Background: an optimization exercise with open tools, aiming at small area. Do not read the settings as production practice.
The RTL was checked by simulation tests, not by an equivalence proof against the original design.
The flow treats the clock pin as an ideal source, which a real chip does not have.
No activity file was given, so power comes from the tool's default toggle rates.

the reference run:
// isotp_receive_reassembler
module isotp_receive_reassembler #(
	parameter int MAX_MESSAGE_BYTES = 64
) (
	input  logic       clk,
	input  logic       arst_n,
	input  logic       in_valid,
	output logic       in_ready,
	input  logic [1:0] op,
	input  logic [3:0] dlc,
	input  logic [7:0] byte_0,
	input  logic [7:0] byte_1,
	input  logic [7:0] byte_2,
	input  logic [7:0] byte_3,
	input  logic [7:0] byte_4,
	input  logic [7:0] byte_5,
	input  logic [7:0] byte_6,
	input  logic [7:0] byte_7,
	output logic       out_valid,
	input  logic       out_ready,
	output logic [1:0] kind,
	output logic [7:0] data_byte,
	output logic [5:0] byte_index,
	output logic [6:0] msg_length,
	output logic [2:0] error_code,
	output logic       last
);
	localparam logic [1:0] ST_U = 2'b00;
	localparam logic [1:0] ST_A = 2'b01;
	localparam logic [1:0] ST_M = 2'b11;
	localparam logic [1:0] ST_S = 2'b10;
	localparam logic [2:0] C_FLOW = 3'b110;
	logic [1:0] st_q;
	logic [5:0] w_q;
	logic       ov_q;
	logic [5:0] total_q;    
	logic [5:0] cnt_q;
	logic [5:0] cnt_inc;
	logic [7:0] data_q;
	logic [2:0] c_q;
	logic [7:0] ring [64];
	logic [7:0][7:0] b;
	logic       armed;
	logic       multi;
	logic       strm;
	logic       out_free;
	logic       aligned;
	logic       accept;
	logic [3:0] pci;
	logic [3:0] nib;
	logic [3:0] n;
	logic [11:0] ftot;
	logic [6:0] total;
	logic [6:0] thr;        
	logic [5:0] wfin;       
	logic [2:0] copy;
	logic       cf_final;
	logic       last_shown;
	logic       emit;
	assign b        = {byte_7, byte_6, byte_5, byte_4, byte_3, byte_2, byte_1, byte_0};
	assign armed    = st_q[0];
	assign multi    = (st_q == ST_M);
	assign strm     = (st_q == ST_S);
	assign out_free = !ov_q || out_ready;
	assign aligned  = (w_q == 6'd5);
	assign in_ready = !strm && aligned && out_free;
	assign accept   = in_valid && in_ready;
	assign pci      = byte_0[7:4];
	assign nib      = byte_0[3:0];
	assign n        = dlc[3] ? 4'd8 : dlc;
	assign ftot     = {nib, byte_1};
	assign total    = {total_q == 6'd0, total_q};
	assign cnt_inc = cnt_q + 6'd1;
	assign thr  = {cnt_q[3:0], 3'b110} - {3'b0, cnt_q[3:0]};
	assign wfin = thr[5:0] - 6'd1;
  ...
Size in the first run: about 540 flip-flops, ~100 I/O pins, ~14000 um2 of cells after synthesis.
export LEC_CHECK = 0
export CAP_MARGIN = 20
export CORE_MARGIN = 2
export CORE_UTILIZATION = 40
export SLEW_MARGIN = 20
create_clock -name core_clock -period 7.0 [get_ports {clk}]
standard.sh (not shown) runs the stock make flow with config.mk's settings and CLKGATE_MAP_FILE= SYNTH_SCRIPT=/design/flow/synth_recipe.tcl, a recipe that flattens the netlist after the stock synthesis.
==> flow/flow/run.sh <==
#!/bin/bash
# Standard ORFS layout (standard synthesis) with three changes:
#  - after floorplan, the combinational logic is remapped for area (OpenROAD restructure,
#    i.e. ABC with an area target, on a liberty copy without the platform's don't-use cells),
#    then repaired for slew, capacitance and setup;
#  - port buffers are buf_1, and the clock tree uses clkbuf_8 clusters without dummy loads;
#  - after CTS, cells on paths with slack to spare are downsized.
set -euo pipefail
here=$(pwd)
mkdir -p "$here/rmp"
lib=$FLOW_HOME/platforms/sky130hd/lib/sky130_fd_sc_hd__tt_025C_1v80.lib
dont_use=$(sed -n '/^export DONT_USE_CELLS += /,/^#/p' "$FLOW_HOME/platforms/sky130hd/config.mk" | grep -o 'sky130_fd_sc_hd__[a-z0-9_]*' | tr '\n' ' ')
python3 flow/filterlib.py "$lib" "$here/rmp/area.lib" $dont_use > "$here/rmp/filterlib.log" 2>&1
export RMP_LIB="$here/rmp/area.lib"
export RMP_DIR="$here/rmp"
export POST_FLOORPLAN_TCL="$here/flow/post_floorplan.tcl"
export BUFFER_PORTS_ARGS="-buffer_cell sky130_fd_sc_hd__buf_1"
export CTS_ARGS="-sink_clustering_enable -repair_clock_nets -sink_clustering_size 20 -sink_clustering_max_diameter 60 -buf_list sky130_fd_sc_hd__clkbuf_8 -dont_use_dummy_load"
export POST_CTS_TCL="$here/flow/post_cts.tcl"
bash standard.sh > standard.log 2>&1
==> flow/flow/filterlib.py <==
# usage: filterlib.py IN.lib OUT.lib CELL...   copy of a liberty file without the named cells
import sys, re
src, dst, drop = sys.argv[1], sys.argv[2], set(sys.argv[3:])
out = []
skip = 0
depth = 0
for line in open(src):
    if skip:
        depth += line.count('{') - line.count('}')
        if depth <= 0:
            skip = 0
        continue
    m = re.match(r'\s*cell\s*\(\s*"?([\w]+)"?\s*\)', line)
    if m and m.group(1) in drop:
        depth = line.count('{') - line.count('}')
        skip = 1 if depth > 0 else 0
        continue
    out.append(line)
open(dst, 'w').writelines(out)
==> flow/flow/post_cts.tcl <==
# recover area: downsize cells on paths with slack to spare
repair_timing -recover_power 100 -verbose
==> flow/flow/post_floorplan.tcl <==
# remap the combinational logic for area, then repair slew, capacitance and setup
# (twice: the second pass still finds a little)
foreach pass {1 2} {
  restructure -target area -liberty_file $::env(RMP_LIB) \
    -tielo_port sky130_fd_sc_hd__conb_1/LO -tiehi_port sky130_fd_sc_hd__conb_1/HI \
    -work_dir $::env(RMP_DIR) -abc_logfile $::env(RMP_DIR)/abc_$pass.log
  report_design_area
}
report_design_area
repair_design
repair_timing -setup -setup_margin 0.2
report_design_area
report_worst_slack
Relative to the reference run, the following input files were edited for the trial run:
==> flow/flow/post_floorplan.tcl <==
# remap the combinational logic for area, then repair slew, capacitance and setup
restructure -target area -liberty_file $::env(RMP_LIB) \
  -tielo_port sky130_fd_sc_hd__conb_1/LO -tiehi_port sky130_fd_sc_hd__conb_1/HI \
  -work_dir $::env(RMP_DIR) -abc_logfile $::env(RMP_DIR)/abc.log
report_design_area
repair_design
repair_timing -setup -setup_margin 0.2
report_design_area
report_worst_slack
diff --git a/flow/config.mk b/flow/config.mk
--- a/flow/config.mk
+++ b/flow/config.mk
@@ -8,4 +8,5 @@
 export CAP_MARGIN = 20
 export CORE_MARGIN = 2
-export CORE_UTILIZATION = 40
+export CORE_UTILIZATION = 60
+export PLACE_DENSITY = 0.75
 export SLEW_MARGIN = 20
## What came out
Cmp the reference run and the trial run / wire length on met3 / lower: the trial run. The trial run has final critical delay including setup and external delays below what the reference run had. Worst-case setup margin in the final layout, the reference run and the trial run, lower one = the reference run. Setup slack at placement (higher): the reference run. Highest layer used for signal routing = met4: the trial run; highest layer used for signal routing = met5: the reference run. Compared with the reference run, the trial run improves estimated wirelength of the detail-placed design. The trial run does worse than the reference run on routed via count. Side by side, post-route total power turned out lower in the trial run than in the reference run. Status: maximum frequency parity (the reference run, the trial run). The reference run has higher power per standard cell area than the trial run.

static timing again, ports no longer ideal:
How much do the figures lean on ideal ports? The routed layouts below were timed once more, with nothing changed but the port constraints.
Step 1, drivers: a clkbuf_16 drives clk and a buf_2 each remaining input, both assumed.
Step 2 adds t to the input delays and takes it off the output delays; t is the mean of the earliest and latest rising clock arrival at the registers after step 1. Input paths then give back, and output paths get back, about the clock's delay inside the block.
a / b / c = ideal ports / drivers / drivers and shift; a / b = the first two.
run	t, ns	setup WS [ns]	worst data-port slew with drivers (ns)
the reference run	0.562	0.843 / 0.843 / 0.843	0.07
the trial run	0.613	0.852 / 0.852 / 0.852	0.06
After both steps setup and hold are still met in every run listed.
